Source: an optimization exercise on an open RTL-to-GDS flow (aim: small area). Production flows keep margins and buffers that such runs may drop. Only simulation tests tie the RTL to the original design; equivalence was not proved. Power figures rest on the tool's default switching activity, not on a simulated workload.

`design/flow/design.v`:
```
package hub_pkg;
  localparam int DATA_W = 32;
  localparam int ADDR_W = 24;   
  localparam int BLK_W  = 4;    
  localparam int OFS_W  = 8;    
  localparam int DIV_W  = 16;   
  localparam int BLK_GPIO  = 0;
  localparam int BLK_UART0 = 1;  
  localparam logic [1:0] UART_CR  = 2'd0;
  localparam logic [1:0] UART_SR  = 2'd1;
  localparam logic [1:0] UART_TDR = 2'd2;
  localparam logic [1:0] UART_RDR = 2'd3;
  localparam logic GPIO_OUT = 1'b0;
  localparam logic GPIO_IN  = 1'b1;
  localparam int CR_DIV_MSB = DIV_W - 1;  
  localparam int CR_RX_IE   = 16;
  localparam int CR_TX_IE   = 17;
  localparam int SR_RX_READY = 0;
  localparam int SR_TX_BUSY  = 1;
  localparam int SR_OVERRUN  = 2;
  localparam int BLK_LSB = 8;
endpackage
import hub_pkg::*;
module ebi_slave (
  input  logic                        clk,
  input  logic                        rst_i,
  input  logic                        cs_n_i,
  input  logic                        oe_n_i,
  input  logic [3:0]                  we_n_i,
  input  logic                        rd_wr_i,
  input  logic [hub_pkg::ADDR_W-1:0]  ebi_addr_i,
  input  logic [hub_pkg::DATA_W-1:0]  ebi_data_i,
  output logic [hub_pkg::DATA_W-1:0]  ebi_data_o,
  output logic                        ebi_data_oe_o,
  output logic [2:1]                  early_bank_o,
  output logic                        early_start_o,
  output logic                        tg_gpio_o,     
  output logic                        tg_uart0_o,
  output logic                        tg_uart1_o,
  output logic [2:0]                  sub_o,         
  output logic [hub_pkg::DATA_W-1:0]  wr_data_o,
  output logic [3:0]                  byte_en_o,
  output logic                        wr_go_o,
  output logic                        rd_go_o,
  input  logic [hub_pkg::DATA_W-1:0]  rd_word_i      
);
  logic [6:0]        ctl_s1;     
  logic [11:0]       addr_s1;    
  logic [DATA_W-1:0] data_s1;
  logic              wr1, rd1, wr2, rd2, es, st, rd_go_d;
  logic [DATA_W-1:0] rd_cap;
  always_ff @(posedge clk) begin
    if (rst_i) ctl_s1 <= 7'h7f;
    else       ctl_s1 <= {cs_n_i, oe_n_i, rd_wr_i, we_n_i};
  end
  always_ff @(posedge clk) begin
    addr_s1 <= ebi_addr_i[11:0];
    data_s1 <= ebi_data_i;
  end
  assign wr1 = !ctl_s1[6] && !ctl_s1[4] && (ctl_s1[3:0] != 4'hf);
  assign rd1 = !ctl_s1[6] && !ctl_s1[5] && ctl_s1[4];
  assign es  = (wr1 || rd1) && !(wr2 || rd2);   
  always_ff @(posedge clk) begin
    if (rst_i) begin
      wr2     <= 1'b0;
      rd2     <= 1'b0;
      st      <= 1'b0;
      wr_go_o <= 1'b0;
      rd_go_o <= 1'b0;
      rd_go_d <= 1'b0;
    end else begin
      wr2     <= wr1;
      rd2     <= rd1;
      st      <= es;
      wr_go_o <= st && wr2;
      rd_go_o <= st && rd2;
      rd_go_d <= rd_go_o;
    end
  end
  always_ff @(posedge clk) begin
    if (es) begin
      tg_gpio_o  <= (addr_s1[11:8] == 4'd0) && !addr_s1[3] && (addr_s1[2:1] != 2'b11);
      tg_uart0_o <= (addr_s1[11:8] == 4'd1);
      tg_uart1_o <= (addr_s1[11:8] == 4'd2);
      sub_o      <= addr_s1[2:0];
      wr_data_o  <= data_s1;
      byte_en_o  <= ~ctl_s1[3:0];
    end
  end
  assign early_bank_o  = addr_s1[2:1];
  assign early_start_o = es;
  always_ff @(posedge clk) rd_cap <= rd_word_i;
  always_ff @(posedge clk) begin
    if (rst_i) begin
      ebi_data_oe_o <= 1'b0;
      ebi_data_o    <= '0;
    end else if (rd_go_d) begin
      ebi_data_oe_o <= 1'b1;
      ebi_data_o    <= rd_cap;
    end else if (!rd2) begin
      ebi_data_oe_o <= 1'b0;
    end
  end
endmodule
import hub_pkg::*;
module uart_regs (
  input  logic                      clk,
  input  logic                      rst_i,
  input  logic [7:0]                rx_byte_i,
  input  logic                      rx_valid_i,
  input  logic                      tx_busy_i,
  input  logic                      tg_i,           
  input  logic [1:0]                sel_i,
  input  logic [hub_pkg::DATA_W-1:0] wr_data_i,
  input  logic [3:0]                 byte_en_i,
  input  logic                       wr_go_i,
  input  logic                       rd_go_i,
  output logic [hub_pkg::DATA_W-1:0] rd_word_o,    
  output logic                      tdr_wr_o,
  output logic [hub_pkg::DIV_W-1:0] divisor_o,
  output logic                      uart_int_o
);
  logic [CR_TX_IE:0] cr_q;   
  logic [7:0]        rdr_q;
  logic              rx_ready_q, overrun_q;
  logic              wr_en, rd_en, rdr_rd, sr_rd;
  assign wr_en    = wr_go_i && tg_i;
  assign rd_en    = rd_go_i && tg_i;
  assign tdr_wr_o = wr_en && (sel_i == UART_TDR);
  assign rdr_rd   = rd_en && (sel_i == UART_RDR);
  assign sr_rd    = rd_en && (sel_i == UART_SR);
  logic cr_wr;
  assign cr_wr = wr_en && sel_i == UART_CR;
  always_ff @(posedge clk) begin
    if (rst_i || (cr_wr && byte_en_i[0])) cr_q[7:0] <= wr_data_i[7:0];
    if (rst_i || (cr_wr && byte_en_i[1])) cr_q[CR_DIV_MSB:8] <= wr_data_i[CR_DIV_MSB:8];
    if (rst_i || (cr_wr && byte_en_i[2])) cr_q[CR_TX_IE:CR_RX_IE] <= wr_data_i[CR_TX_IE:CR_RX_IE];
  end
  always_ff @(posedge clk) begin
    if (rst_i) begin
      rdr_q      <= '0;
      rx_ready_q <= 1'b0;
      overrun_q  <= 1'b0;
    end else begin
      if (rx_valid_i) begin
        rdr_q      <= rx_byte_i;
        rx_ready_q <= 1'b1;
      end else if (rdr_rd) begin
        rx_ready_q <= 1'b0;
      end
      if (rx_valid_i && rx_ready_q && !rdr_rd) overrun_q <= 1'b1;
      else if (sr_rd)                          overrun_q <= 1'b0;
    end
  end
  always_comb begin
    rd_word_o = '0;
    case (sel_i)
      UART_CR:  rd_word_o[CR_TX_IE:0] = cr_q;
      UART_SR:  rd_word_o[2:0] = {overrun_q, tx_busy_i, rx_ready_q};
      UART_RDR: rd_word_o[7:0] = rdr_q;
      default:  ;   
    endcase
  end
  assign divisor_o  = cr_q[CR_DIV_MSB:0];
  assign uart_int_o = (rx_ready_q && cr_q[CR_RX_IE]) || (!tx_busy_i && cr_q[CR_TX_IE]);
endmodule
import hub_pkg::*;
module uart_txrx (
  input  logic                      clk,
  input  logic                      rst_i,
  input  logic [hub_pkg::DIV_W-1:0] divisor_i,
  input  logic                      tx_start_i,    
  input  logic [7:0]                tx_byte_i,
  input  logic                      srx_i,
  output logic                      stx_o,
  output logic                      tx_busy_o,
  output logic                      rx_valid_o,
  output logic [7:0]                rx_byte_o
);
  localparam logic [3:0] TX_IDLE   = 4'd1;
  localparam logic [3:0] TX_PEND   = 4'd6;
  localparam logic [3:0] TX_START  = 4'd7;
  localparam logic [3:0] TX_STOP   = 4'd0;
  localparam logic [3:0] RX_VALID  = 4'd10;
  localparam logic [3:0] RX_IDLE_L = 4'd14;
  localparam logic [3:0] RX_IDLE_H = 4'd15;
  logic [DIV_W-1:0] tx_tmr, rx_tmr;
  logic [3:0]       tx_cnt, rx_st;
  logic [7:0]       tx_byte, rx_sh;
  logic [1:0]       rx_sync;
  logic             rx_prev, rx_busy;   
  logic [DIV_W:0]   tx_dz, rx_dz;
  logic [DIV_W-1:0] tx_dec, rx_dec;
  logic             tx_zero, rx_zero;
  always_comb begin
    tx_dz[0] = 1'b1;
    rx_dz[0] = 1'b1;
    for (int i = 0; i < DIV_W; i++) begin
      tx_dz[i+1] = tx_dz[i] & !tx_tmr[i];
      rx_dz[i+1] = rx_dz[i] & !rx_tmr[i];
    end
  end
  assign tx_zero = tx_dz[DIV_W];
  assign tx_dec  = tx_tmr ^ tx_dz[DIV_W-1:0];
  assign rx_zero = rx_dz[DIV_W];
  assign rx_dec  = rx_tmr ^ rx_dz[DIV_W-1:0];
  assign tx_busy_o = tx_cnt[3] || tx_cnt[2:0] == 3'd7 || tx_cnt[2:0] == 3'd0;
  always_ff @(posedge clk) begin
    if (rst_i)                    tx_cnt <= TX_IDLE;
    else if (!tx_busy_o) begin
      if (tx_cnt == TX_PEND)      tx_cnt <= TX_START;
      else if (tx_start_i)        tx_cnt <= TX_PEND;
    end else if (tx_zero)         tx_cnt <= tx_cnt + 4'd1;   
  end
  always_ff @(posedge clk) begin
    if (!tx_busy_o || tx_zero) tx_tmr <= divisor_i;
    else                       tx_tmr <= tx_dec;
  end
  always_ff @(posedge clk) begin
    if (tx_start_i && !tx_busy_o) tx_byte <= tx_byte_i;
  end
  assign stx_o = tx_cnt[3] ? tx_byte[tx_cnt[2:0]] : (tx_cnt[2:0] != 3'd7);
  always_ff @(posedge clk) begin
    if (rst_i) rx_sync <= 2'b11;
    else       rx_sync <= {rx_sync[0], srx_i};
  end
  assign rx_prev = (rx_st != RX_IDLE_L);
  assign rx_busy    = (rx_st < 4'd10);
  assign rx_valid_o = (rx_st == RX_VALID);
  always_ff @(posedge clk) begin
    if (rst_i) begin
      rx_st <= RX_IDLE_H;
    end else if (!rx_busy) begin
      if (rx_sync[1])   rx_st <= RX_IDLE_H;
      else if (rx_prev) rx_st <= 4'd0;        
      else              rx_st <= RX_IDLE_L;
    end else if (rx_zero) begin
      if (rx_st == 4'd0)      rx_st <= rx_sync[1] ? RX_IDLE_H : 4'd1;         
      else if (rx_st == 4'd9) rx_st <= rx_sync[1] ? RX_VALID : RX_IDLE_L;     
      else                    rx_st <= rx_st + 4'd1;
    end
  end
  always_ff @(posedge clk) begin
    if (!rx_busy)            rx_tmr <= divisor_i >> 1;   
    else if (rx_zero)        rx_tmr <= divisor_i;
    else                     rx_tmr <= rx_dec;
  end
  always_ff @(posedge clk) begin
    if (rx_busy && rx_zero && rx_st != 4'd0 && rx_st != 4'd9) begin
      rx_sh <= {rx_sync[1], rx_sh[7:1]};
    end
  end
  assign rx_byte_o = rx_sh;
endmodule
import hub_pkg::*;
module gpio_bank #(
  parameter int NUM_GPIO = 3
) (
  input  logic                                clk,
  input  logic                                rst_i,
  input  logic [NUM_GPIO*hub_pkg::DATA_W-1:0] input_pad_i,
  input  logic [2:1]                          early_bank_i,
  input  logic                                early_start_i,
  input  logic                                tg_i,           
  input  logic [2:0]                          sub_i,          
  input  logic [hub_pkg::DATA_W-1:0]          wr_data_i,
  input  logic [3:0]                          byte_en_i,
  input  logic                                wr_go_i,
  output logic [hub_pkg::DATA_W-1:0]          rd_word_o,
  output logic [NUM_GPIO*hub_pkg::DATA_W-1:0] output_pad_o
);
  logic [DATA_W-1:0] in_cap;
  always_ff @(posedge clk) begin
    if (early_start_i) begin
      case (early_bank_i)
        2'd0:    in_cap <= input_pad_i[0 +: DATA_W];
        2'd1:    in_cap <= input_pad_i[DATA_W +: DATA_W];
        default: in_cap <= input_pad_i[2*DATA_W +: DATA_W];
      endcase
    end
  end
  logic wr_out;
  assign wr_out = wr_go_i && tg_i && sub_i[0] == GPIO_OUT;
  always_ff @(posedge clk) begin
    for (int b = 0; b < NUM_GPIO; b++) begin
      for (int l = 0; l < 4; l++) begin
        if (rst_i || (wr_out && sub_i[2:1] == 2'(b) && byte_en_i[l]))
          output_pad_o[b*DATA_W + 8*l +: 8] <= wr_data_i[8*l +: 8];
      end
    end
  end
  always_comb begin
    if (sub_i[0] == GPIO_IN) rd_word_o = in_cap;
    else case (sub_i[2:1])
      2'd0:    rd_word_o = output_pad_o[0 +: DATA_W];
      2'd1:    rd_word_o = output_pad_o[DATA_W +: DATA_W];
      default: rd_word_o = output_pad_o[2*DATA_W +: DATA_W];
    endcase
  end
endmodule
import hub_pkg::*;
module ebi_periph_top #(
  parameter int NUM_UART = 2,
  parameter int NUM_GPIO = 3
) (
  input  logic                                clk,
  input  logic                                rst_i,
  input  logic                                cs_n_i,
  input  logic                                oe_n_i,
  input  logic [3:0]                          we_n_i,
  input  logic                                rd_wr_i,
  input  logic [hub_pkg::ADDR_W-1:0]          ebi_addr_i,
  input  logic [hub_pkg::DATA_W-1:0]          ebi_data_i,
  input  logic [NUM_UART-1:0]                 srx_i,
  input  logic [NUM_GPIO*hub_pkg::DATA_W-1:0] input_pad_i,    
  output logic [hub_pkg::DATA_W-1:0]          ebi_data_o,
  output logic                                ebi_data_oe_o,
  output logic [NUM_UART-1:0]                 stx_o,
  output logic [NUM_UART-1:0]                 uart_int_o,
  output logic [NUM_GPIO*hub_pkg::DATA_W-1:0] output_pad_o    
);
  logic [2:1]        early_bank;
  logic              early_start;
  logic              tg_gpio;
  logic [1:0]        tg_uart;
  logic [2:0]        sub;
  logic [DATA_W-1:0] wr_data, wr_data_q;
  logic [3:0]        byte_en;
  logic              wr_go, rd_go;
  logic [DATA_W-1:0] gpio_word, rd_word;
  logic [DATA_W-1:0] uart_word [NUM_UART];
  ebi_slave ebi_slave_i (
    .clk(clk),
    .rst_i(rst_i),
    .cs_n_i(cs_n_i),
    .oe_n_i(oe_n_i),
    .we_n_i(we_n_i),
    .rd_wr_i(rd_wr_i),
    .ebi_addr_i(ebi_addr_i),
    .ebi_data_i(ebi_data_i),
    .ebi_data_o(ebi_data_o),
    .ebi_data_oe_o(ebi_data_oe_o),
    .early_bank_o(early_bank),
    .early_start_o(early_start),
    .tg_gpio_o(tg_gpio),
    .tg_uart0_o(tg_uart[0]),
    .tg_uart1_o(tg_uart[1]),
    .sub_o(sub),
    .wr_data_o(wr_data_q),
    .byte_en_o(byte_en),
    .wr_go_o(wr_go),
    .rd_go_o(rd_go),
    .rd_word_i(rd_word)
  );
  gpio_bank #(
    .NUM_GPIO(NUM_GPIO)
  ) gpio_bank_i (
    .clk(clk),
    .rst_i(rst_i),
    .input_pad_i(input_pad_i),
    .early_bank_i(early_bank),
    .early_start_i(early_start),
    .tg_i(tg_gpio),
    .sub_i(sub),
    .wr_data_i(wr_data),
    .byte_en_i(byte_en),
    .wr_go_i(wr_go),
    .rd_word_o(gpio_word),
    .output_pad_o(output_pad_o)
  );
  assign wr_data = wr_data_q & {DATA_W{~rst_i}};
  for (genvar g = 0; g < NUM_UART; g++) begin : g_uart
    logic             tdr_wr, tx_busy, rx_valid;
    logic [7:0]       rx_byte;
    logic [DIV_W-1:0] divisor;
    uart_regs uart_regs_i (
      .clk(clk),
      .rst_i(rst_i),
      .rx_byte_i(rx_byte),
      .rx_valid_i(rx_valid),
      .tx_busy_i(tx_busy),
      .tg_i(tg_uart[g]),
      .sel_i(sub[1:0]),
      .wr_data_i(wr_data),
      .byte_en_i(byte_en),
      .wr_go_i(wr_go),
      .rd_go_i(rd_go),
      .rd_word_o(uart_word[g]),
      .tdr_wr_o(tdr_wr),
      .divisor_o(divisor),
      .uart_int_o(uart_int_o[g])
    );
    uart_txrx uart_txrx_i (
      .clk(clk),
      .rst_i(rst_i),
      .divisor_i(divisor),
      .tx_start_i(tdr_wr),
      .tx_byte_i(wr_data[7:0]),
      .srx_i(srx_i[g]),
      .stx_o(stx_o[g]),
      .tx_busy_o(tx_busy),
      .rx_valid_o(rx_valid),
      .rx_byte_o(rx_byte)
    );
  end
  always_comb begin
    rd_word = '0;
    if (tg_gpio)    rd_word = gpio_word;
    if (tg_uart[0]) rd_word = uart_word[0];
    if (tg_uart[1]) rd_word = uart_word[1];
  end
endmodule
```
`design/flow/flow/run.sh`:
```
#!/bin/bash
# Standard layout, with the smallest buffer cell for the port buffers and a
# clock tree without dummy loads.
set -euo pipefail
export BUFFER_PORTS_ARGS="-buffer_cell sky130_fd_sc_hd__buf_1"
export CTS_ARGS="-sink_clustering_enable -repair_clock_nets -dont_use_dummy_load -buf_list sky130_fd_sc_hd__clkbuf_4 -sink_clustering_size 10 -sink_clustering_max_diameter 30"
bash standard.sh > standard.log 2>&1
```
`design/flow/standard.sh`:
```
#!/bin/bash
# synth_recipe.tcl (not shown) runs the flow's synth.tcl, then flattens the netlist and writes it again
# the make line also repeats each setting of config.mk as NAME=value (left out here)
make -C /OpenROAD-flow-scripts/flow DESIGN_CONFIG=/design/flow/config.mk WORK_HOME=/design/flow/orfs CLKGATE_MAP_FILE= SYNTH_SCRIPT=/design/flow/synth_recipe.tcl "${@:-finish}"
```
`design/flow/config.mk`:
```
export PLATFORM = sky130hd
export DESIGN_NAME = ebi_periph_top
export DESIGN_NICKNAME = ebi_periph_top
export VERILOG_FILES = /design/flow/design.v
export SDC_FILE = /design/flow/constraint.sdc
export NUM_CORES = 4
export LEC_CHECK = 0
export CAP_MARGIN = 20
export CORE_MARGIN = 2
export CORE_UTILIZATION = 40
export SLEW_MARGIN = 20
```
`design/flow/constraint.sdc`:
```
create_clock -name core_clock -period 5.0 [get_ports {clk}]
set_input_delay 1.0000 -clock core_clock [delete_from_list [all_inputs] [get_ports {clk}]]
set_output_delay 1.0000 -clock core_clock [all_outputs]
set_load 0.01 [all_outputs]
```
==> run summary, run 1 <==
* VDD IR max at 0.236 mV
* Post-CTS Hold Buffers at 0
* Slew margin rel. at 32.4%
* Sink Count at 460
* Setup_tns at 0 ns
* Biggest cell delay along the critical path at 0.50 ns
* Worst hold slack at 0.297 ns
* Clk pin slew, worst setup/hold paths at 0.09 ns
* Worst-Margin Slew at 1.01 ns
* Area growth, synth to finish at 12.6%
* Mapped cell area at 18300 µm²
* Final worst slack at 0.777 ns
* Nets at 2098
* Worst EP required at 5.61 ns
* Drt drc at 0
* Critical R2R Launch: g_uart[1].uart_txrx_i.tx_tmr[0]
* Worst EP arrival at 4.83 ns
* Slowest-stage cell, CP: a21o_1
* Number of DRC markers in iteration 0 at 669
* Die ar. at 47600 µm²
* Final min period at 4.22 ns
* Ratio of total power to cell area at 338 nW/µm²
* Clock network fraction of design power at 30.1%
* Reg2reg setup slack at 0.78 ns
* First-pass GRT wire length at 71.7 mm
* Vias/cell at 5.08
* Layout Cells excl Fill at 2455
* Post-synth EDFFs at 238
* Highest Clock Rate at 237 MHz
* GRT Util Overall at 20.1%
* Vias in the first global route at 12300
* Share of cells above drive strength 1 at 8.20%
* Wire length per cell at 19.3 µm
* Critical Path Source Type: flop
* Clock latency on the worst-skew pair at 0.78 ns
* DRT antenna net count at 0
* Switching share of power at 24.7%
* Worst-path cell chain: inv_1, ha_1, ha_1, ha_1, ha_1, ha_1, ha_1, ha_1, ha_1, ha_1, ha_1, ha_1, ha_1, ha_1, ha_1, ha_1, a21o_1, nand2_1, o21ai_0
* Layout Skew at 0.0954 ns
* Finished Cell Area at 20700 µm²
* Initial antenna violation count at 1
* Largest net degree at the start of global routing at 67
* Most common cell after layout, fill and taps aside: buf_1
* CTS tree: done
* Buf/Inv on CP at 1
* Commonest non-fill, non-tap cells in the layout: buf_1, edfxtp_1, dfxtp_1
* H-tree depth at 3
* Final period util at 84.5%
* Max-cap violations at 0
* Synth Area per Inst at 11.8 µm²
* CP top delay family: adder cells
* Final Max Slew Viols at 0
* Hold path endpoint: ebi_slave_i.data_s1[14]
* Critical path type: flop to flop
* Num CTS Buffers at 96
* Grt total ovfl at 0
* DRT Pass-1 Iters at 5
* Synth Flop Type: edfxtp_1
* I/O pin total at 296
* R2R Path End: g_uart[1].uart_txrx_i.tx_tmr[10]
* Hold crit path type: primary input to flop
* Comb power frac at 8.6%
* Unrepaired setup endpoints after global routing: false
* Internal power at 5.26 mW
* Clock buffer depth at 3
* Routed wire length at 47.4 mm
* Final hold violations at 0
* Min-delay src: ebi_data_i[14]
* Most frequent CP cell: ha_1
* Final GP Congestion at 0.828
* Final Setup Violations at 0
* Core area at 45300 µm²
* Synth Warn # at 6
* Post-Place Setup Slack at 0.774 ns
* Post CTS Setup Buffer Count at 0
* CTS root buf: clkbuf_4
* Seq/Total Area, Yosys at 63.2%
* PortBufs at 279
* Static leakage at 8.19 nW
* Mapped Nets at 1791
* Num rows at 78
* Cell Area, Placed at 19900 µm²
* Async SR Flop Fraction at 0%
* Crit end category: flop
* DP Cell Count at 2357
* Status: timing/DRC/antenna clean
* Starting Density at 40.5%
* Worst R2R Path Depth at 19
* Cells after Synth at 1549
* Post-cts sizing count at 0
* Die height at 218 µm
* Crit-path max FO at 32
* Post-synthesis sequential element count at 460
* Chip width at 218 µm
* Total number of vias at 12500
* HPWL after DPL at 34.1 mm
* Sequential share of power at 61.3%
* Net switching power at 1.73 mW
* Yosys cell types at 64
* Hold path depth at 1
## layer usage
metal	wire length [µm]	share of wire (%)	vias to the layer above	track usage [%]
li1	-	-	6042	-
met1	19200	41	5897	24.1
met2	22900	48	449	33.5
met3	3620	7.6	87	5.69
met4	1620	3.4	0	9.02
met5	0	0	-	0
## state kept, by name (all words and copies together), names as in the netlist, 2 cells and up
name and flops:
g_uart.uart_regs_i.cr_q 36, gpio_bank_i.in_cap 32, ebi_slave_i.addr_s1 8, g_uart.uart_regs_i.rdr_q 16
g_uart.uart_txrx_i.rx_sh 16, ebi_slave_i.wr_data_o 32, g_uart.uart_regs_i.rx_ready_q 2, g_uart.uart_txrx_i.tx_tmr 32
gpio_bank_i.output_pad_o 96, g_uart.uart_txrx_i.rx_tmr 32, ebi_slave_i.ctl_s1 7, ebi_slave_i.rd_cap 32
ebi_slave_i.sub_o 3, ebi_slave_i.byte_en_o 4, g_uart.uart_txrx_i.rx_sync 4, g_uart.uart_regs_i.overrun_q 2
ebi_slave_i.ebi_data_o 32, ebi_slave_i.data_s1 32, g_uart.uart_txrx_i.rx_st 8, g_uart.uart_txrx_i.tx_byte 16
g_uart.uart_txrx_i.tx_cnt 8
## per-stage QoR
stage          utilization, %  power (mW)
2_1_floorplan               -        4.73
3_3_place_gp             44.0        4.95
3_5_place_dp             44.0        4.97
4_1_cts                  45.6        7.08
5_1_grt                  45.6        7.36
6_report                 45.6        6.99
## Yosys cell counts (all sizes together), types with 3 or more instances
cell	instances	area [µm²]
a22o	4	35.0
o211ai	5	37.5
edfxtp	238	7150
o2111ai	3	26.3
o22a	7	61.3
nand2b	6	37.5
mux4	4	90.1
o21ai	159	796
nand2	199	747
clkbuf	49	184
dfxtp	222	4440
nor3	6	30.0
nand3	9	45.0
o22ai	3	18.8
a222oi	5	50.1
a21oi	44	220
inv	80	300
o221a	4	45.0
nor2b	40	253
mux2i	148	1480
or2	14	92.6
mux2	3	33.8
and3	8	50.1
nor4	4	31.3
ha	79	988
a22oi	12	90.1
nor2	110	413
buf	38	209
and3b	4	35.0
## power groups by stage
stage,sequential [mW],clock [mW],combinational (mW)
floorplan,4.34,0,0.390
global placement,4.36,0,0.586
detailed placement,4.37,0,0.602
CTS,4.29,2.19,0.607
global route,4.31,2.36,0.693
finish,4.29,2.10,0.598
## kinds of logic (layout without fill, tap and decap cells)
kind of cell | count (synthesis) | in the layout | share of synthesized area (%)
flops | 460 | 460 | 63.2
simple gates | 416 | 416 | 10.1
compound gates | 270 | 270 | 8.65
buf+inv | 167 | 472 | 3.78
mux | 155 | 155 | 8.75
fa+ha+maj | 79 | 79 | 5.39
xor+xnor | 2 | 2 | 0.0955
other cells | 0 | 1 | 0
## how the worst max path moves through the flow
stage	end	from	slack [ns]	cells after the start
6_report	g_uart[1].uart_txrx_i.tx_tmr[10]	g_uart[1].uart_txrx_i.tx_tmr[0]	0.78	19
5_1_grt	g_uart[1].uart_txrx_i.rx_tmr[5]	g_uart[1].uart_txrx_i.rx_tmr[0]	0.47	20
4_1_cts	g_uart[1].uart_txrx_i.tx_tmr[10]	g_uart[1].uart_txrx_i.tx_tmr[0]	0.75	19
3_5_place_dp	g_uart[0].uart_txrx_i.tx_cnt[2]	g_uart[0].uart_txrx_i.tx_tmr[0]	0.77	19
3_3_place_gp	g_uart[0].uart_txrx_i.tx_cnt[2]	g_uart[0].uart_txrx_i.tx_tmr[0]	0.77	19
2_1_floorplan	ebi_slave_i.byte_en_o[0]	ebi_slave_i.ctl_s1[6]	0.66	2
## layout make-up
class / instances / area [µm²]
Antenna cell: 1 / 2.50
Clock buffer: 96 / 721
Fill cell: 4252 / 24600
Inverter: 80 / 300
Multi-Input combinational cell: 922 / 6090
Sequential cell: 460 / 11600
Tap cell: 600 / 751
Timing Repair Buffer: 296 / 1200
## worst reg2reg max path, cell delays in order, from the launching register on
cell,delay (ns)
dfxtp_1,0.33
inv_1,0.04
ha_1,0.19
ha_1,0.18
ha_1,0.18
ha_1,0.19
ha_1,0.18
ha_1,0.18
ha_1,0.19
ha_1,0.19
ha_1,0.18
ha_1,0.18
ha_1,0.19
ha_1,0.21
ha_1,0.20
ha_1,0.18
ha_1,0.27
a21o_1,0.50
nand2_1,0.20
o21ai_0,0.09
==> run 2, diff against run 1 <==
==> design/flow/flow/run.sh (replaced) <==
#!/bin/bash
# Standard layout, with the smallest buffer cell for the port buffers and a
# clock tree without dummy loads.
set -euo pipefail
export BUFFER_PORTS_ARGS="-buffer_cell sky130_fd_sc_hd__buf_1"
export CTS_ARGS="-sink_clustering_enable -repair_clock_nets -dont_use_dummy_load -buf_list sky130_fd_sc_hd__clkbuf_8 -sink_clustering_size 20 -sink_clustering_max_diameter 45"
bash standard.sh > standard.log 2>&1
==> run 2 against run 1 <==
  * Still clean on timing, DRC and antenna
  * Die area stayed put
  * Worst setup slack improved by 0.0073 ns
  * Hold slack gained 0.10 ns
  * Power decreased by 1.2%
  * Routed wire length is 0.69% lower
  * Non-clock buffer count unchanged
  * Sequential share of layout area increased by 0.21 points
  * Combinational power hardly changed
  * Largest cell class unchanged
==> run summary, run 2 <==
* Status: timing/DRC/antenna clean
* Vias in the first global route at 12000
* Metal-1 WL at 19.2 mm
* Unrepaired setup endpoints after global routing: false
* Layout Skew at 0.0751 ns
* Synth top area cells: edfxtp_1, dfxtp_1, mux2i_1
* Critical path type: flop to flop
* Num rows at 78
* Share of cells above drive strength 1 at 5.71%
* Wire length per cell at 19.6 µm
* Sequential share of power at 62.0%
* Number of DRC markers in iteration 0 at 705
* Crit end category: flop
* Clock network fraction of design power at 29.3%
* Worst EP required at 5.49 ns
* Dominant cell type by area after synthesis: edfxtp_1
* Num CTS Buffers at 47
* Switching share of power at 24.3%
* Vias/cell at 5.07
* Final hold violations at 0
* Largest regs: gpio_bank_i.output_pad_o x96, g_uart.uart_regs_i.cr_q x36
* Total number of vias at 12200
* Mapped cell area at 18300 µm²
* Uppermost layer routed: met4
* Synth cell count leaders: edfxtp_1, dfxtp_1, nand2_1, o21ai_0, mux2i_1
* Final Setup Violations at 0
* DRT Pass-1 Iters at 5
* Core area at 45300 µm²
* Die height at 218 µm
* Setup_tns at 0 ns
* DRT antenna net count at 0
* Ratio of total power to cell area at 336 nW/µm²
* Nets at 2049
* Post-CTS Hold Buffers at 0
* Sink Count at 460
* Highest Clock Rate at 237 MHz
* Commonest non-fill, non-tap cells in the layout: buf_1, edfxtp_1, dfxtp_1
* Share of the synthesized area in the top cell type at 39.0%
* H-tree depth at 2
* Seq/Total Area, Yosys at 63.2%
* Met3 routed WL at 3.52 mm
* Top reg by flops: gpio_bank_i.output_pad_o
* Static leakage at 8.09 nW
* Clock latency on the worst-skew pair at 0.63 ns
* Largest net degree at the start of global routing at 67
* Slew margin rel. at 33.4%
* Post CTS Setup Buffer Count at 0
* Final GP Congestion at 0.828
* Grt total ovfl at 0
* N_diodes at 0
* Chip width at 218 µm
* Post-synthesis sequential element count at 460
* Post-synth EDFFs at 238
* Critical Path Source Type: flop
* Count leader, synth: edfxtp_1
* Die ar. at 47600 µm²
* Drt drc at 0
* Worst EP arrival at 4.71 ns
* First-pass GRT wire length at 70.9 mm
* HPWL after DPL at 34.1 mm
* Synth Warn # at 6
* CTS tree: done
* Fin util at 45.5%
* VDD IR max at 0.284 mV
* CTS root buf: clkbuf_8
* Synth Flop Type: edfxtp_1
* Area growth, synth to finish at 12.2%
* Async SR Flop Fraction at 0%
* Routed wire length at 47.0 mm
* DR WL met2 at 22.7 mm
* Mapped Nets at 1791
* Net switching power at 1.68 mW
* Clk pin slew, worst setup/hold paths at 0.10 ns
* I/O pin total at 296
* Final min period at 4.22 ns
* PortBufs at 279
* Post-cts sizing count at 0
* Crit-path max FO at 34
* Cells after Synth at 1549
* Initial antenna violation count at 0
* Final period util at 84.3%
* Number of flip-flops under the largest register name at 96
* Yosys cell types at 64
* Internal power at 5.23 mW
* Reg2reg setup slack at 0.78 ns
* Starting Density at 40.5%
* Max-cap violations at 0
* Final Max Slew Viols at 0
* Hold crit path type: flop to flop
* Clock buffer depth at 3
* Worst-Margin Slew at 1.00 ns
* GRT Util Overall at 19.8%
* Comb power frac at 8.6%
* Synth Area per Inst at 11.8 µm²
* Most common cell after layout, fill and taps aside: buf_1
[run 2: cell counts after synthesis]
Identical to the previous run, type by type.
[run 2: worst max-delay path: stages, from the launching register on]
cell and delay (ns):
dfxtp_1 0.32, inv_1 0.04, ha_1 0.18, ha_1 0.18, ha_1 0.18, ha_1 0.18, ha_1 0.18, ha_1 0.18
ha_1 0.19, ha_1 0.19, ha_1 0.18, ha_1 0.18, ha_1 0.19, ha_1 0.19, ha_1 0.19, ha_1 0.19
ha_1 0.28, o21bai_4 0.37, a21boi_0 0.23, o221a_2 0.29
[run 2: final timing paths]
| path | from | end | depth (start not counted) |
|---|---|---|---|
| worst max-delay path | g_uart[0].uart_txrx_i.tx_tmr[0] | g_uart[0].uart_txrx_i.tx_cnt[2] | 19 |
| worst min register to register | ebi_slave_i.data_s1[12] | ebi_slave_i.wr_data_o[12] | 0 |
| worst max register to register | g_uart[0].uart_txrx_i.tx_tmr[0] | g_uart[0].uart_txrx_i.tx_cnt[2] | 19 |
| worst min-delay path | ebi_slave_i.data_s1[12] | ebi_slave_i.wr_data_o[12] | 0 |
[run 2: power by group through the flow]
stage	sequential, mW	combinational (mW)	clock [mW]
5_1_grt	4.31	0.692	2.22
6_report	4.29	0.595	2.03
2_1_floorplan	4.34	0.390	0
3_5_place_dp	4.37	0.602	0
3_3_place_gp	4.36	0.586	0
4_1_cts	4.29	0.605	2.09
[run 2: stage by stage]
step	cell area, µm²	total power, mW	hold slack (ns)	setup WS, ns	std cells
6_report	20600	6.91	0.397	0.785	2405
4_1_cts	20600	6.98	0.398	0.758	2404
5_1_grt	20600	7.22	0.396	0.482	2405
2_1_floorplan	18300	4.73	0.386	0.662	1549
3_3_place_gp	19900	4.95	0.387	0.772	2357
3_5_place_dp	19900	4.97	0.389	0.774	2357
[run 2: logic make-up after synthesis]
| kind of cell | after synthesis | share of synthesized area [%] |
|---|---|---|
| AOI/OAI and AO/OA | 270 | 8.65 |
| xor gates and xnor gates | 2 | 0.0955 |
| adders and majority gates | 79 | 5.39 |
| buffers and inverters | 167 | 3.78 |
| DFF | 460 | 63.2 |
| muxes | 155 | 8.75 |
| and+or+nand+nor | 416 | 10.1 |
[run 2: final cells by class]
class / count / area (µm²)
fillers: 4233 / 24700
repair buffers: 296 / 1200
well taps: 600 / 751
clock buffers: 47 / 647
inverters: 80 / 300
flip-flops and latches: 460 / 11600
multi-input cells: 922 / 6090
[run 2: per-layer routing]
metal / track usage (%) / vias up
li1: - / 5895
met1: 24.2 / 5819
met2: 33.5 / 395
met3: 5.08 / 91
met4: 7.89 / 0
met5: 0 / -
==> run 3, diff against run 2 <==
--- a/design/flow/design.v
+++ b/design/flow/design.v
@@ -153,12 +153,13 @@
     end
   end
+  logic [2:0] rd_sel;
+  assign rd_sel[0] = tg_i && sel_i == UART_CR;
+  assign rd_sel[1] = tg_i && sel_i == UART_SR;
+  assign rd_sel[2] = tg_i && sel_i == UART_RDR;
   always_comb begin
     rd_word_o = '0;
-    case (sel_i)
-      UART_CR:  rd_word_o[CR_TX_IE:0] = cr_q;
-      UART_SR:  rd_word_o[2:0] = {overrun_q, tx_busy_i, rx_ready_q};
-      UART_RDR: rd_word_o[7:0] = rdr_q;
-      default:  ;   
-    endcase
+    rd_word_o[CR_TX_IE:0] = {(CR_TX_IE+1){rd_sel[0]}} & cr_q;
+    rd_word_o[2:0] = rd_word_o[2:0] | ({3{rd_sel[1]}} & {overrun_q, tx_busy_i, rx_ready_q});
+    rd_word_o[7:0] = rd_word_o[7:0] | ({8{rd_sel[2]}} & rdr_q);
   end
   assign divisor_o  = cr_q[CR_DIV_MSB:0];
@@ -271,12 +272,13 @@
 );
   logic [DATA_W-1:0] in_cap;
+  logic [2:0] cap_sel;
+  assign cap_sel[0] = early_start_i && early_bank_i == 2'd0;
+  assign cap_sel[1] = early_start_i && early_bank_i == 2'd1;
+  assign cap_sel[2] = early_start_i && early_bank_i[2];
   always_ff @(posedge clk) begin
-    if (early_start_i) begin
-      case (early_bank_i)
-        2'd0:    in_cap <= input_pad_i[0 +: DATA_W];
-        2'd1:    in_cap <= input_pad_i[DATA_W +: DATA_W];
-        default: in_cap <= input_pad_i[2*DATA_W +: DATA_W];
-      endcase
-    end
+    in_cap <= ({DATA_W{cap_sel[0]}}     & input_pad_i[0 +: DATA_W])
+            | ({DATA_W{cap_sel[1]}}     & input_pad_i[DATA_W +: DATA_W])
+            | ({DATA_W{cap_sel[2]}}     & input_pad_i[2*DATA_W +: DATA_W])
+            | ({DATA_W{!early_start_i}} & in_cap);
   end
   logic wr_out;
@@ -290,12 +292,13 @@
     end
   end
-  always_comb begin
-    if (sub_i[0] == GPIO_IN) rd_word_o = in_cap;
-    else case (sub_i[2:1])
-      2'd0:    rd_word_o = output_pad_o[0 +: DATA_W];
-      2'd1:    rd_word_o = output_pad_o[DATA_W +: DATA_W];
-      default: rd_word_o = output_pad_o[2*DATA_W +: DATA_W];
-    endcase
-  end
+  logic [3:0] rd_sel;
+  assign rd_sel[0] = tg_i && sub_i[0] == GPIO_IN;
+  assign rd_sel[1] = tg_i && sub_i[0] == GPIO_OUT && sub_i[2:1] == 2'd0;
+  assign rd_sel[2] = tg_i && sub_i[0] == GPIO_OUT && sub_i[2:1] == 2'd1;
+  assign rd_sel[3] = tg_i && sub_i[0] == GPIO_OUT && sub_i[2:1] == 2'd2;
+  assign rd_word_o = ({DATA_W{rd_sel[0]}} & in_cap)
+                   | ({DATA_W{rd_sel[1]}} & output_pad_o[0 +: DATA_W])
+                   | ({DATA_W{rd_sel[2]}} & output_pad_o[DATA_W +: DATA_W])
+                   | ({DATA_W{rd_sel[3]}} & output_pad_o[2*DATA_W +: DATA_W]);
 endmodule
 import hub_pkg::*;
@@ -404,9 +407,4 @@
     );
   end
-  always_comb begin
-    rd_word = '0;
-    if (tg_gpio)    rd_word = gpio_word;
-    if (tg_uart[0]) rd_word = uart_word[0];
-    if (tg_uart[1]) rd_word = uart_word[1];
-  end
+  assign rd_word = gpio_word | uart_word[0] | uart_word[1];
 endmodule
==> run 3 against run 2 <==
  * Synthesized cell count down 4.3%
  * Count of clock-buffer cells in the layout down 5
  * Via count down 2.0%
  * Critical path type unchanged
  * Largest cell class unchanged
  * Highest routed layer unchanged
==> run summary, run 3 <==
* Status: timing/DRC/antenna clean
* Synth Area per Inst at 12.1 µm²
* Largest family of logic cells by synthesized area: compound AO/OA/AOI/OAI gates
* Share of cells above drive strength 1 at 8.65%
* Post CTS Setup Buffer Count at 0
* Clock network fraction of design power at 27.4%
* Synth Warn # at 6
* Async SR Flop Fraction at 0%
* Routed wire length at 45.6 mm
* Synth Area in XOR/XNOR at 0.0977%
* Nets at 1974
* Worst EP arrival at 4.63 ns
* Largest net degree at the start of global routing at 69
* Yosys cell types at 65
* Slew margin rel. at 32.4%
* VDD IR max at 0.225 mV
* Final min period at 4.15 ns
* Grt total ovfl at 0
* Ratio of total power to cell area at 343 nW/µm²
* Num CTS Buffers at 42
* Clk pin slew, worst setup/hold paths at 0.11 ns
* Worst-Margin Slew at 1.01 ns
* Initial antenna violation count at 0
* Number of flip-flops under the largest register name at 96
* I/O pin total at 296
* Chip width at 216 µm
* Largest regs: gpio_bank_i.output_pad_o x96, g_uart.uart_regs_i.cr_q x36
* H-tree depth at 2
* Synth top area cells: edfxtp_1, dfxtp_1, ha_1
* Post-synth EDFFs at 206
* Synth Area in Compound Gates at 10.6%
* Vias/cell at 5.14
* Total power after layout at 6.90 mW
* Net switching power at 1.66 mW
* Mapped cell area at 17900 µm²
* Worst-path cell chain: inv_1, ha_1, ha_1, ha_1, ha_1, ha_1, ha_1, ha_1, ha_1, ha_1, ha_1, ha_1, ha_1, ha_1, ha_1, nand2b_1, buf_4, a21oi_1, a22oi_1
* DRT Pass-1 Iters at 7
* Clock latency on the worst-skew pair at 0.58 ns
* HPWL after DPL at 32.3 mm
* Vias in the first global route at 11400
* Share of the synthesized area in the top cell type at 34.5%
* Hold crit path type: flop to flop
* Drt drc at 0
* Crit end category: flop
* Critical Path Source Type: flop
* Final Setup Violations at 0
* Final GP Congestion at 0.820
* Count leader, synth: dfxtp_1
* Final hold violations at 0
* Post-Place Setup Slack at 0.824 ns
* Worst EP required at 5.48 ns
* Synth Flop Type: dfxtp_1
* Post-CTS Hold Buffers at 0
* Critical path type: flop to flop
* Num rows at 77
* Sequential share of power at 63.1%
* Seq/Total Area, Yosys at 62.9%
* PortBufs at 279
* Unrepaired setup endpoints after global routing: false
* Post-synthesis sequential element count at 460
* Adder-Cell Fraction of Synth Area at 5.16%
* Core area at 44200 µm²
* Sink Count at 460
* Synth cell count leaders: dfxtp_1, edfxtp_1, nand2_1, o21ai_0, nor2_1
* Crit-path max FO at 18
* CTS tree: done
* Total number of vias at 12000
* Die height at 216 µm
* Highest Clock Rate at 241 MHz
* Final worst slack at 0.853 ns
* Biggest cell delay along the critical path at 0.41 ns
* Switching share of power at 24.0%
* First-pass GRT wire length at 68.4 mm
* Dominant cell type by area after synthesis: edfxtp_1
* Cells after Synth at 1483
* Mapped Nets at 1720
* Slowest-stage cell, CP: nand2b_1
* Static leakage at 7.88 nW
* Synth Area in Simple Gates at 9.85%
* Commonest non-fill, non-tap cells in the layout: buf_1, dfxtp_1, edfxtp_1
* Post-cts sizing count at 0
* Setup_tns at 0 ns
* Comb power frac at 9.5%
* CTS root buf: clkbuf_8
* Internal power at 5.24 mW
* Final period util at 82.9%
* Most frequent CP cell: ha_1
* Number of DRC markers in iteration 0 at 1098
* Starting Density at 40.5%
* Die ar. at 46500 µm²
* DRT antenna net count at 0
* N_diodes at 0
* Layout Skew at 0.0607 ns
* Final Max Slew Viols at 0
* Most common cell after layout, fill and taps aside: buf_1
* Top reg by flops: gpio_bank_i.output_pad_o
* Wire length per cell at 19.6 µm
* Area growth, synth to finish at 12.2%
* Fill count at 4102
* GRT Util Overall at 19.1%
* Clock buffer depth at 3
* Mux cell area share after synthesis at 7.40%
* Max-cap violations at 0
run 3: cell types whose count changed after synthesis, moves of 28 or more:
cell | previous run | this run
mux2i_1 | 148 | 77
o21ai_0 | 158 | 105
a222oi_1 | 5 | 40
nand2_1 | 199 | 164
dfxtp_1 | 222 | 254
edfxtp_1 | 238 | 206
mux2_4 | 0 | 28
run 3: metal layers:
layer	track usage [%]	vias up	wire length [µm]	share of wire, %
met5	0	-	0	0
met4	5.06	0	983	2.2
met3	3.92	62	3420	7.5
met2	30.7	425	21000	46
met1	26.4	5703	20200	44
li1	-	5768	-	-
run 3: layout make-up:
class | count | area (µm²) | share of cell area [%]
flip-flops and latches | 460 | 11300 | 56.1
repair buffers | 301 | 1240 | 6.17
inverters | 80 | 300 | 1.49
clock buffers | 42 | 578 | 2.87
multi-input cells | 852 | 5980 | 29.7
well taps | 592 | 741 | 3.68
run 3: per-stage QoR:
step	cell area, µm²	hold WS, ns	std cells	utilization, %
2_1_floorplan	17900	0.386	1483	-
3_3_place_gp	19500	0.386	2285	44.1
3_5_place_dp	19500	0.389	2285	44.2
4_1_cts	20100	0.385	2327	45.5
5_1_grt	20100	0.393	2327	45.5
6_report	20100	0.389	2327	45.5
run 3: path summary, 6_finish.rpt:
| check | startpoint | cells after the start | end | slack (ns) |
|---|---|---|---|---|
| worst max-delay path | g_uart[0].uart_txrx_i.rx_tmr[0] | 19 | g_uart[0].uart_txrx_i.rx_st[2] | 0.85 |
| worst min-delay path | ebi_slave_i.data_s1[17] | 0 | ebi_slave_i.wr_data_o[17] | 0.39 |
| worst max register to register | g_uart[0].uart_txrx_i.rx_tmr[0] | 19 | g_uart[0].uart_txrx_i.rx_st[2] | 0.85 |
| worst min register to register | ebi_slave_i.data_s1[17] | 0 | ebi_slave_i.wr_data_o[17] | 0.39 |
run 3: kinds of logic (layout without fill, tap and decap cells):
logic type / count (synthesis) / in the layout
DFF: 460 / 460
and+or+nand+nor: 380 / 380
muxes: 113 / 113
adders and majority gates: 74 / 74
AOI/OAI and AO/OA: 283 / 283
buffers and inverters: 171 / 423
xor gates and xnor gates: 2 / 2
run 3: worst max-delay path, delay by kind of cell, from the launching register on:
family	cells	cell delay [ns]
adder cells (fa/ha/maj)	14	2.60
AND/OR/NAND/NOR	1	0.41
buffers and inverters	2	0.35
flip-flops	1	0.34
AO/OA/AOI/OAI	2	0.32
run 3: power by group through the flow:
| stage | clock network [mW] | registers, mW | logic [mW] |
|---|---|---|---|
| floorplan | 0 | 4.39 | 0.454 |
| finish | 1.89 | 4.35 | 0.657 |
| CTS | 1.96 | 4.35 | 0.666 |
| detailed placement | 0 | 4.44 | 0.663 |
| global route | 2.09 | 4.38 | 0.744 |
| global placement | 0 | 4.43 | 0.642 |
==> run 4, diff against run 3 <==
==> design/flow/flow/run.sh (replaced) <==
#!/bin/bash
# The standard layout with three changes:
# - synthesis maps the logic with an area-oriented abc script (flow/area.abc)
#   instead of ORFS's delay-oriented one; everything else in the synthesis,
#   the flip-flop mapping included, is the standard flow's own script (synth_recipe.tcl);
# - the port buffers are the smallest buffer cell;
# - the clock tree uses clkbuf_8 without dummy loads.
set -euo pipefail
here=$(pwd)
{
  echo 'proc abc {args} {'
  echo '  set i [lsearch -exact $args -script]'
  echo "  if {\$i >= 0} { set args [lreplace \$args \$i [expr {\$i + 1}] -script $here/flow/area.abc] }"
  echo '  yosys abc {*}$args'
  echo '}'
  cat "$here/synth_recipe.tcl"
} > "$here/area_synth.tcl"
export BUFFER_PORTS_ARGS="-buffer_cell sky130_fd_sc_hd__buf_1"
export CTS_ARGS="-sink_clustering_enable -repair_clock_nets -dont_use_dummy_load -buf_list sky130_fd_sc_hd__clkbuf_8 -sink_clustering_size 20 -sink_clustering_max_diameter 45"
bash standard.sh SYNTH_SCRIPT="$here/area_synth.tcl" finish > standard.log 2>&1
==> design/flow/flow/area.abc (new file) <==
&get -n
&st
&dch
&nf -R 1000 -p
&st
&dch
&nf -R 1000 -p
&st
&dch
&nf -R 1000 -p
&put
==> run 4 against run 3 <==
  * Power grew 11%
  * Sequential power grew 5.1%
  * Die area shrank 6.6%
  * Area after synthesis shrank 6.7%
  * Synthesized cell count shrank 9.0%
  * Non-clock buffer count shrank 6
  * Count of clock-buffer cells in the layout grew 5
  * Clock skew grew 0.0054 ns
  * Critical path depth grew 1
  * Clock power grew 6%
  * Critical path type unchanged
==> run summary, run 4 <==
* Most common cell after layout, fill and taps aside: buf_1
* Fin util at 46.9%
* Final period util at 86.6%
* Fill count at 3761
* Commonest non-fill, non-tap cells in the layout: buf_1, dfxtp_1, edfxtp_1
* Synth Warn # at 6
* Mapped Nets at 1587
* CTS root buf: clkbuf_8
* HPWL after DPL at 31.0 mm
* Internal power at 5.57 mW
* Synth cell count leaders: dfxtp_1, edfxtp_1, nor2_1, nand2_1, a22oi_1
* Dominant cell type by area after synthesis: edfxtp_1
* VDD IR max at 0.241 mV
* Critical Path Source Type: flop
* Number of DRC markers in iteration 0 at 816
* Final Setup Violations at 0
* Hold path depth at 0
* Hold path endpoint: ebi_slave_i.wr_data_o[28]
* Count leader, synth: dfxtp_1
* Seq/Total Area, Yosys at 67.4%
* Clock latency on the worst-skew pair at 0.63 ns
* Starting Density at 40.8%
* Reg2reg setup slack at 0.67 ns
* CTS tree: done
* Clk pin slew, worst setup/hold paths at 0.11 ns
* Clock network fraction of design power at 26.2%
* Final Max Slew Viols at 0
* Worst EP arrival at 4.80 ns
* Slew margin rel. at 37.2%
* Post-synthesis sequential element count at 460
* Worst EP required at 5.47 ns
* DRT Pass-1 Iters at 8
* Die height at 208 µm
* Nets at 1927
* Num rows at 74
* Total power after layout at 7.64 mW
* Ratio of total power to cell area at 397 nW/µm²
* Post-cts sizing count at 0
* Post-CTS Hold Buffers at 0
* Sink Count at 460
* Clock buffer depth at 3
* Largest net degree at the start of global routing at 73
* First-pass GRT wire length at 66.8 mm
* Vias/cell at 5.32
* Sequential share of power at 59.9%
* Yosys cell types at 41
* Highest Clock Rate at 231 MHz
* R2R Path End: g_uart[0].uart_txrx_i.tx_cnt[3]
* Initial antenna violation count at 0
* Area growth, synth to finish at 14.9%
* Setup_tns at 0 ns
* Largest regs: gpio_bank_i.output_pad_o x96, g_uart.uart_regs_i.cr_q x36
* Post-Place Setup Slack at 0.667 ns
* Synth Area per Inst at 12.4 µm²
* Mapped cell area at 16700 µm²
* Grt total ovfl at 0
* Status: timing/DRC/antenna clean
* Final hold violations at 0
* Async SR Flop Fraction at 0%
* H-tree depth at 2
* GRT Util Overall at 20.1%
* Unrepaired setup endpoints after global routing: false
* Wire length per cell at 20.0 µm
* N_diodes at 0
* Die ar. at 43500 µm²
* Top reg by flops: gpio_bank_i.output_pad_o
* Worst-Margin Slew at 0.942 ns
* Post-synth EDFFs at 206
* I/O pin total at 296
* Cell Area, Placed at 18600 µm²
* Final worst slack at 0.668 ns
* PortBufs at 279
* Layout Skew at 0.0662 ns
* Number of flip-flops under the largest register name at 96
* Finished Cell Area at 19200 µm²
* Total number of vias at 11800
* Final GP Congestion at 0.825
* Vias in the first global route at 11400
* Chip width at 208 µm
* Min-delay src: ebi_slave_i.data_s1[28]
* Max-cap violations at 0
* Routed wire length at 44.3 mm
* Num CTS Buffers at 47
* Crit-path max FO at 4
* Share of cells above drive strength 1 at 4.50%
* Critical R2R Launch: g_uart[0].uart_txrx_i.tx_tmr[0]
* Post CTS Setup Buffer Count at 0
* Synth Flop Type: dfxtp_1
* Worst R2R Path Depth at 20
* Crit path from: g_uart[0].uart_txrx_i.tx_tmr[0]
* Worst hold slack at 0.387 ns
* Crit end category: flop
* Hold crit path type: flop to flop
* DRT antenna net count at 0
* Static leakage at 7.15 nW
* Cells after Synth at 1350
* Share of the synthesized area in the top cell type at 37.0%
* Net switching power at 2.07 mW
* Switching share of power at 27.1%
* Drt drc at 0
* Core area at 41000 µm²
* DP Cell Count at 2173
* Comb power frac at 14.0%
* Final min period at 4.33 ns
* Synth top area cells: edfxtp_1, dfxtp_1, ha_1
* Critical path type: flop to flop
* Layout Cells excl Fill at 2220
run 4: changes by cell type after synthesis, sizes merged, moves of 28 or more:
cell,previous run,this run
nor3,8,53
mux2,32,0
nor2b,41,69
o21ai,107,48
nand2,164,119
a22oi,12,98
nor2,92,134
clkbuf,60,0
clkinv,0,80
mux2i,77,3
inv,80,0
run 4: worst max path at each step:
stage / to
floorplan: g_uart[1].uart_txrx_i.tx_cnt[3]
global placement: g_uart[0].uart_txrx_i.tx_cnt[3]
detailed placement: g_uart[0].uart_txrx_i.tx_cnt[3]
CTS: g_uart[0].uart_txrx_i.tx_cnt[3]
global route: g_uart[0].uart_txrx_i.tx_cnt[3]
finish: g_uart[0].uart_txrx_i.tx_cnt[3]
run 4: logic make-up after synthesis:
group,count (synthesis),synth area share (%)
AOI/OAI and AO/OA,303,13.0
xor gates and xnor gates,4,0.209
adders and majority gates,74,5.54
buffers and inverters,84,1.97
DFF,460,67.4
muxes,4,0.314
and+or+nand+nor,421,11.6
run 4: layout make-up:
class,instances,area [µm²],area share [%]
tap,532,666,3.46
sequential,460,11300,58.6
timing repair buffer,295,1170,6.09
clock buffer,47,647,3.37
multi-input combinational,806,5170,26.9
inverter,80,302,1.57
run 4: worst max-delay path, cell delays in order, from the launching register on:
cell and delay [ns]:
dfxtp_1 0.34, clkinv_1 0.07, ha_1 0.20, ha_1 0.19
ha_1 0.19, ha_1 0.18, ha_1 0.18, ha_1 0.18
ha_1 0.19, ha_1 0.19, ha_1 0.18, ha_1 0.19
ha_1 0.19, ha_1 0.18, ha_1 0.19, ha_1 0.18
ha_1 0.28, nor2_2 0.16, a31oi_1 0.09, and4_1 0.27
a2111oi_0 0.38
run 4: power groups by stage:
stage / Sequential (mW) / Clock, mW / Combinational [mW]
floorplan: 4.58 / 0 / 0.737
global placement: 4.65 / 0 / 1.03
detailed placement: 4.66 / 0 / 1.07
CTS: 4.57 / 2.07 / 1.08
global route: 4.61 / 2.20 / 1.24
finish: 4.57 / 2.00 / 1.07
run 4: per-layer routing:
| metal | share of wire, % | up-vias | GRT usage [%] |
|---|---|---|---|
| met1 | 41 | 5696 | 24.8 |
| met5 | 0 | - | 0 |
| li1 | - | 5640 | - |
| met3 | 8.5 | 74 | 5.77 |
| met4 | 2.5 | 0 | 6.92 |
| met2 | 48 | 404 | 33.9 |
==> run 5, diff against run 4 <==
--- a/design/flow/design.v
+++ b/design/flow/design.v
@@ -91,14 +91,14 @@
   assign early_start_o = es;
   always_ff @(posedge clk) rd_cap <= rd_word_i;
+  logic dat_ld, dat_hd;
+  assign dat_ld = rd_go_d && !rst_i;
+  assign dat_hd = !rd_go_d && !rst_i;
   always_ff @(posedge clk) begin
-    if (rst_i) begin
-      ebi_data_oe_o <= 1'b0;
-      ebi_data_o    <= '0;
-    end else if (rd_go_d) begin
-      ebi_data_oe_o <= 1'b1;
-      ebi_data_o    <= rd_cap;
-    end else if (!rd2) begin
-      ebi_data_oe_o <= 1'b0;
-    end
+    ebi_data_o <= ({DATA_W{dat_ld}} & rd_cap) | ({DATA_W{dat_hd}} & ebi_data_o);
+  end
+  always_ff @(posedge clk) begin
+    if (rst_i)        ebi_data_oe_o <= 1'b0;
+    else if (rd_go_d) ebi_data_oe_o <= 1'b1;
+    else if (!rd2)    ebi_data_oe_o <= 1'b0;
   end
 endmodule
@@ -130,19 +130,30 @@
   assign rdr_rd   = rd_en && (sel_i == UART_RDR);
   assign sr_rd    = rd_en && (sel_i == UART_SR);
-  logic cr_wr;
+  logic       cr_wr;
+  logic [2:0] cr_ld, cr_hd;
   assign cr_wr = wr_en && sel_i == UART_CR;
+  always_comb begin
+    for (int l = 0; l < 3; l++) begin
+      cr_ld[l] = !rst_i && cr_wr && byte_en_i[l];
+      cr_hd[l] = !rst_i && !(cr_wr && byte_en_i[l]);
+    end
+  end
   always_ff @(posedge clk) begin
-    if (rst_i || (cr_wr && byte_en_i[0])) cr_q[7:0] <= wr_data_i[7:0];
-    if (rst_i || (cr_wr && byte_en_i[1])) cr_q[CR_DIV_MSB:8] <= wr_data_i[CR_DIV_MSB:8];
-    if (rst_i || (cr_wr && byte_en_i[2])) cr_q[CR_TX_IE:CR_RX_IE] <= wr_data_i[CR_TX_IE:CR_RX_IE];
+    cr_q[7:0]                 <= ({8{cr_ld[0]}} & wr_data_i[7:0]) | ({8{cr_hd[0]}} & cr_q[7:0]);
+    cr_q[CR_DIV_MSB:8]        <= ({8{cr_ld[1]}} & wr_data_i[CR_DIV_MSB:8]) | ({8{cr_hd[1]}} & cr_q[CR_DIV_MSB:8]);
+    cr_q[CR_TX_IE:CR_RX_IE]   <= ({2{cr_ld[2]}} & wr_data_i[CR_TX_IE:CR_RX_IE]) | ({2{cr_hd[2]}} & cr_q[CR_TX_IE:CR_RX_IE]);
+  end
+  logic rdr_ld, rdr_hd;
+  assign rdr_ld = rx_valid_i && !rst_i;
+  assign rdr_hd = !rx_valid_i && !rst_i;
+  always_ff @(posedge clk) begin
+    rdr_q <= ({8{rdr_ld}} & rx_byte_i) | ({8{rdr_hd}} & rdr_q);
   end
   always_ff @(posedge clk) begin
     if (rst_i) begin
-      rdr_q      <= '0;
       rx_ready_q <= 1'b0;
       overrun_q  <= 1'b0;
     end else begin
       if (rx_valid_i) begin
-        rdr_q      <= rx_byte_i;
         rx_ready_q <= 1'b1;
       end else if (rdr_rd) begin
@@ -282,11 +293,20 @@
             | ({DATA_W{!early_start_i}} & in_cap);
   end
-  logic wr_out;
+  logic                  wr_out;
+  logic [NUM_GPIO*4-1:0] lane_ld, lane_hd;
   assign wr_out = wr_go_i && tg_i && sub_i[0] == GPIO_OUT;
+  always_comb begin
+    for (int b = 0; b < NUM_GPIO; b++) begin
+      for (int l = 0; l < 4; l++) begin
+        lane_ld[4*b+l] = !rst_i && wr_out && sub_i[2:1] == 2'(b) && byte_en_i[l];
+        lane_hd[4*b+l] = !rst_i && !(wr_out && sub_i[2:1] == 2'(b) && byte_en_i[l]);
+      end
+    end
+  end
   always_ff @(posedge clk) begin
     for (int b = 0; b < NUM_GPIO; b++) begin
       for (int l = 0; l < 4; l++) begin
-        if (rst_i || (wr_out && sub_i[2:1] == 2'(b) && byte_en_i[l]))
-          output_pad_o[b*DATA_W + 8*l +: 8] <= wr_data_i[8*l +: 8];
+        output_pad_o[b*DATA_W + 8*l +: 8] <= ({8{lane_ld[4*b+l]}} & wr_data_i[8*l +: 8])
+                                           | ({8{lane_hd[4*b+l]}} & output_pad_o[b*DATA_W + 8*l +: 8]);
       end
     end
@@ -328,5 +348,5 @@
   logic [1:0]        tg_uart;
   logic [2:0]        sub;
-  logic [DATA_W-1:0] wr_data, wr_data_q;
+  logic [DATA_W-1:0] wr_data;
   logic [3:0]        byte_en;
   logic              wr_go, rd_go;
@@ -350,5 +370,5 @@
     .tg_uart1_o(tg_uart[1]),
     .sub_o(sub),
-    .wr_data_o(wr_data_q),
+    .wr_data_o(wr_data),
     .byte_en_o(byte_en),
     .wr_go_o(wr_go),
@@ -372,5 +392,4 @@
     .output_pad_o(output_pad_o)
   );
-  assign wr_data = wr_data_q & {DATA_W{~rst_i}};
   for (genvar g = 0; g < NUM_UART; g++) begin : g_uart
     logic             tdr_wr, tx_busy, rx_valid;
==> design/flow/flow/run.sh (replaced) <==
#!/bin/bash
# The standard layout (standard.sh, the standard flow's own synthesis script
# synth_recipe.tcl and its flip-flop mapping included) with these changes:
# - abc maps the logic with an area-oriented script (flow/area.abc) instead of
#   ORFS's delay-oriented one, and the adders are left to abc rather than
#   mapped to half/full adder cells beforehand (ADDER_MAP_FILE empty);
# - the port buffers are the smallest buffer cell (buf_1);
# - the clock tree uses clkbuf_8 buffers, without dummy loads.
# Each tool's output is in orfs/logs/; make's own output is in standard.log.
set -euo pipefail
here=$(pwd)
{
  echo 'proc abc {args} {'
  echo '  set i [lsearch -exact $args -script]'
  echo "  if {\$i >= 0} { set args [lreplace \$args \$i [expr {\$i + 1}] -script $here/flow/area.abc] }"
  echo "  puts \"abc: script $here/flow/area.abc\""
  echo '  yosys abc {*}$args'
  echo '}'
  cat "$here/synth_recipe.tcl"
} > "$here/area_synth.tcl"
export BUFFER_PORTS_ARGS="-buffer_cell sky130_fd_sc_hd__buf_1"
export CTS_ARGS="-sink_clustering_enable -repair_clock_nets -dont_use_dummy_load -buf_list sky130_fd_sc_hd__clkbuf_8 -sink_clustering_size 20 -sink_clustering_max_diameter 45"
bash standard.sh SYNTH_SCRIPT="$here/area_synth.tcl" ADDER_MAP_FILE= finish > standard.log 2>&1
--- a/design/flow/config.mk
+++ b/design/flow/config.mk
@@ -8,4 +8,4 @@
 export CAP_MARGIN = 20
 export CORE_MARGIN = 2
-export CORE_UTILIZATION = 40
+export CORE_UTILIZATION = 65
 export SLEW_MARGIN = 20
==> run 5 against run 4 <==
  * Design area is 6.4% lower
  * Combinational power decreased by 8%
  * First-iteration DRC count grew 110%
  * Die area shrank 41%
  * Sequential power down 7.9%
  * Sequential cell count unchanged
  * Area after synthesis fell by 5.6%
  * Critical path type unchanged
==> run summary, run 5 <==
* Status: timing/DRC/antenna clean
* Clk pin slew, worst setup/hold paths at 0.10 ns
* Mux cell area share after synthesis at 0%
* GRT Util Overall at 34.3%
* Area growth, synth to finish at 14.1%
* Cells after Synth at 1358
* Hold path endpoint: ebi_slave_i.wr_data_o[17]
* Share of cells above drive strength 1 at 4.31%
* Num CTS Buffers at 39
* R2R Path End: g_uart[1].uart_txrx_i.rx_st[1]
* Setup_tns at 0 ns
* Die ar. at 25500 µm²
* First-pass GRT wire length at 69.0 mm
* Highest Clock Rate at 243 MHz
* Synth Area per Inst at 11.6 µm²
* Final Max Slew Viols at 0
* Wire length per cell at 22.3 µm
* Top reg by flops: gpio_bank_i.output_pad_o
* Crit end category: flop
* Comb power frac at 14.1%
* Synth cell count leaders: dfxtp_1, a22o_1, nand2_1, a222oi_1, edfxtp_1
* Worst EP required at 5.42 ns
* Clock latency on the worst-skew pair at 0.57 ns
* Worst EP arrival at 4.53 ns
* Yosys cell types at 45
* CTS tree: done
* Share of the synthesized area in the top cell type at 49.0%
* Buf/Inv on CP at 0
* Largest regs: gpio_bank_i.output_pad_o x96, g_uart.uart_regs_i.cr_q x36
* Layout Skew at 0.0476 ns
* Grt total ovfl at 0
* Number of DRC markers in iteration 0 at 1684
* Max-cap violations at 0
* PortBufs at 279
* Total number of vias at 13100
* Largest net degree at the start of global routing at 43
* Worst R2R Path Depth at 12
* Unrepaired setup endpoints after global routing: false
* H-tree depth at 2
* Post-cts sizing count at 0
* I/O pin total at 296
* Core area at 24100 µm²
* Mapped cell area at 15800 µm²
* Slowest-stage cell, CP: nand2b_1
* Final Setup Violations at 0
* Seq/Total Area, Yosys at 63.0%
* Largest family of logic cells by synthesized area: compound AO/OA/AOI/OAI gates
* Synth Area in XOR/XNOR at 2.16%
* Net switching power at 1.89 mW
* Nets at 1857
* Hold path depth at 0
* Ratio of total power to cell area at 388 nW/µm²
* DRT Pass-1 Iters at 8
* Critical R2R Launch: g_uart[1].uart_txrx_i.rx_tmr[0]
* Routed wire length at 45.1 mm
* Drt drc at 0
* Reg2reg setup slack at 0.88 ns
* Count leader, synth: dfxtp_1
* Synth Flop Type: dfxtp_1
* Post CTS Setup Buffer Count at 0
* Post-synth EDFFs at 74
* Post-CTS Hold Buffers at 0
* Post-synthesis sequential element count at 460
* Most common cell after layout, fill and taps aside: dfxtp_1
* CTS root buf: clkbuf_8
* Die height at 160 µm
* Adder-Cell Fraction of Synth Area at 0%
* Synth top area cells: dfxtp_1, edfxtp_1, a22o_1
* Critical Path Source Type: flop
* Final GP Congestion at 0.893
* Vias in the first global route at 12300
* Starting Density at 65.5%
* Num rows at 57
* Internal power at 5.10 mW
* HPWL after DPL at 31.4 mm
* Fill count at 1716
* Worst-path cell chain: or3_1, or2_0, nor4_1, nand2b_1, or4_1, nor3_1, nand2b_1, nor3_1, nand2b_1, nand3_1, o22ai_1, nand2_1
* Sequential share of power at 60.3%
* Sink Count at 460
* Most frequent CP cell: nand2b_1
* Clock network fraction of design power at 25.6%
* Critical path type: flop to flop
* Async SR Flop Fraction at 0%
* Crit-path max FO at 18
* Chip width at 160 µm
* Number of flip-flops under the largest register name at 96
* VDD IR max at 0.293 mV
* Mapped Nets at 1521
* Vias/cell at 6.47
* Commonest non-fill, non-tap cells in the layout: dfxtp_1, buf_1, a22o_1
* Final period util at 82.4%
* Slew margin rel. at 25.6%
* Dominant cell type by area after synthesis: dfxtp_1
* Switching share of power at 27.0%
* Static leakage at 6.81 nW
* Min-delay src: ebi_slave_i.data_s1[17]
* Initial antenna violation count at 0
* Clock buffer depth at 3
* Hold crit path type: flop to flop
* Synth Area in Simple Gates at 11.1%
* Final hold violations at 0
* DRT antenna net count at 0
* Synth Warn # at 6
* Total power after layout at 6.98 mW
* CP top delay family: simple AND/OR/NAND/NOR gates
* Biggest cell delay along the critical path at 0.56 ns
* Worst-Margin Slew at 1.11 ns
* Final min period at 4.12 ns
* Synth Area in Compound Gates at 23.2%
* N_diodes at 0
run 5: cell types whose count changed after synthesis, moves of 24 or more:
cell,previous run,this run
nor2_1,134,71
nor3_1,53,17
a222oi_1,46,81
nand3_1,10,34
dfxtp_1,254,386
edfxtp_1,206,74
a22oi_1,98,18
a21oi_1,59,26
nor2b_1,69,6
a22o_1,7,185
ha_1,74,0
clkinv_1,80,14
nand2_1,119,182
run 5: final cells by class:
class                   instances  area [µm²]  area share (%)
well taps                     324         405            2.25
repair buffers                299        1220            6.77
multi-input cells             880        5840            32.4
inverters                      14        52.6           0.292
flip-flops and latches        460        9950            55.3
clock buffers                  39         537            2.98
run 5: logic make-up (layout without fill, tap and decap cells):
kind of cell	after synthesis	count (layout)
buffers and inverters	18	352
flip-flops	460	460
AND/OR/NAND/NOR	386	386
XOR/XNOR	39	39
AO/OA/AOI/OAI	455	455
run 5: worst max-delay path by stage:
stage	startpoint	end	slack, ns	cells after the start
final	g_uart[1].uart_txrx_i.rx_tmr[0]	g_uart[1].uart_txrx_i.rx_st[1]	0.88	12
after global routing	g_uart[0].uart_txrx_i.tx_tmr[1]	g_uart[0].uart_txrx_i.tx_cnt[3]	0.43	14
after CTS	g_uart[0].uart_txrx_i.tx_tmr[1]	g_uart[0].uart_txrx_i.tx_cnt[3]	0.82	14
after detailed placement	g_uart[0].uart_txrx_i.tx_tmr[0]	g_uart[0].uart_txrx_i.tx_cnt[3]	0.85	14
after global placement	g_uart[0].uart_txrx_i.tx_tmr[0]	g_uart[0].uart_txrx_i.tx_cnt[3]	1.0	14
after floorplan	g_uart[0].uart_txrx_i.tx_tmr[0]	g_uart[0].uart_txrx_i.tx_cnt[3]	0.008	14
run 5: per-stage QoR:
stage / hold slack [ns] / cells / utilization, % / cell area (µm²) / setup slack [ns]
5_1_grt: 0.378 / 2016 / 74.7 / 18000 / 0.433
6_report: 0.388 / 2016 / 74.7 / 18000 / 0.881
4_1_cts: 0.384 / 2015 / 74.6 / 18000 / 0.822
3_3_place_gp: 0.386 / 1976 / 72.3 / 17400 / 1.00
3_5_place_dp: 0.389 / 1976 / 72.3 / 17400 / 0.846
2_1_floorplan: 0.386 / 1358 / - / 15800 / 0.00785
run 5: routing by layer:
| metal | GRT usage (%) | vias up | share of wire, % |
|---|---|---|---|
| met1 | 47.2 | 6231 | 40 |
| met2 | 54.9 | 759 | 47 |
| li1 | - | 5966 | - |
| met3 | 7.30 | 97 | 10 |
| met4 | 10.9 | 0 | 2.9 |
| met5 | 0 | - | 0 |
run 5: power groups by stage:
stage | registers, mW | logic (mW) | clock network, mW
CTS | 4.20 | 0.975 | 1.81
detailed placement | 4.29 | 0.967 | 0
finish | 4.21 | 0.984 | 1.78
global route | 4.23 | 1.10 | 1.95
global placement | 4.28 | 0.929 | 0
floorplan | 4.21 | 0.714 | 0

[static timing again, ports no longer ideal]
In the flow no input, the clock included, has a driving cell. The finished layouts below were timed again as built, in two steps. Step 1, drivers: a clkbuf_16 drives clk and a buf_2 each remaining input, both assumed. Step 2 also shifts input and output timing later by t, the mid clock arrival at the registers, as if the neighbouring blocks saw the same clock. Slacks: no drivers / after step 1 / after step 2; pairs: no drivers / after step 1.
run	t (ns)	setup WS [ns]	worst hold slack (ns)	worst setup path at the end
run 1	0.797	0.777 / 0.777 / 0.777	0.297 / 0.274 / 0.367	register to register
run 2	0.645	0.785 / 0.785 / 0.785	0.397 / 0.397 / 0.397	register to register
run 3	0.609	0.853 / 0.853 / 0.853	0.389 / 0.389 / 0.389	register to register
run 4	0.653	0.668 / 0.668 / 0.668	0.387 / 0.387 / 0.387	register to register
run 5	0.590	0.881 / 0.881 / 0.881	0.388 / 0.388 / 0.388	register to register
After both steps every run listed still meets setup and hold.
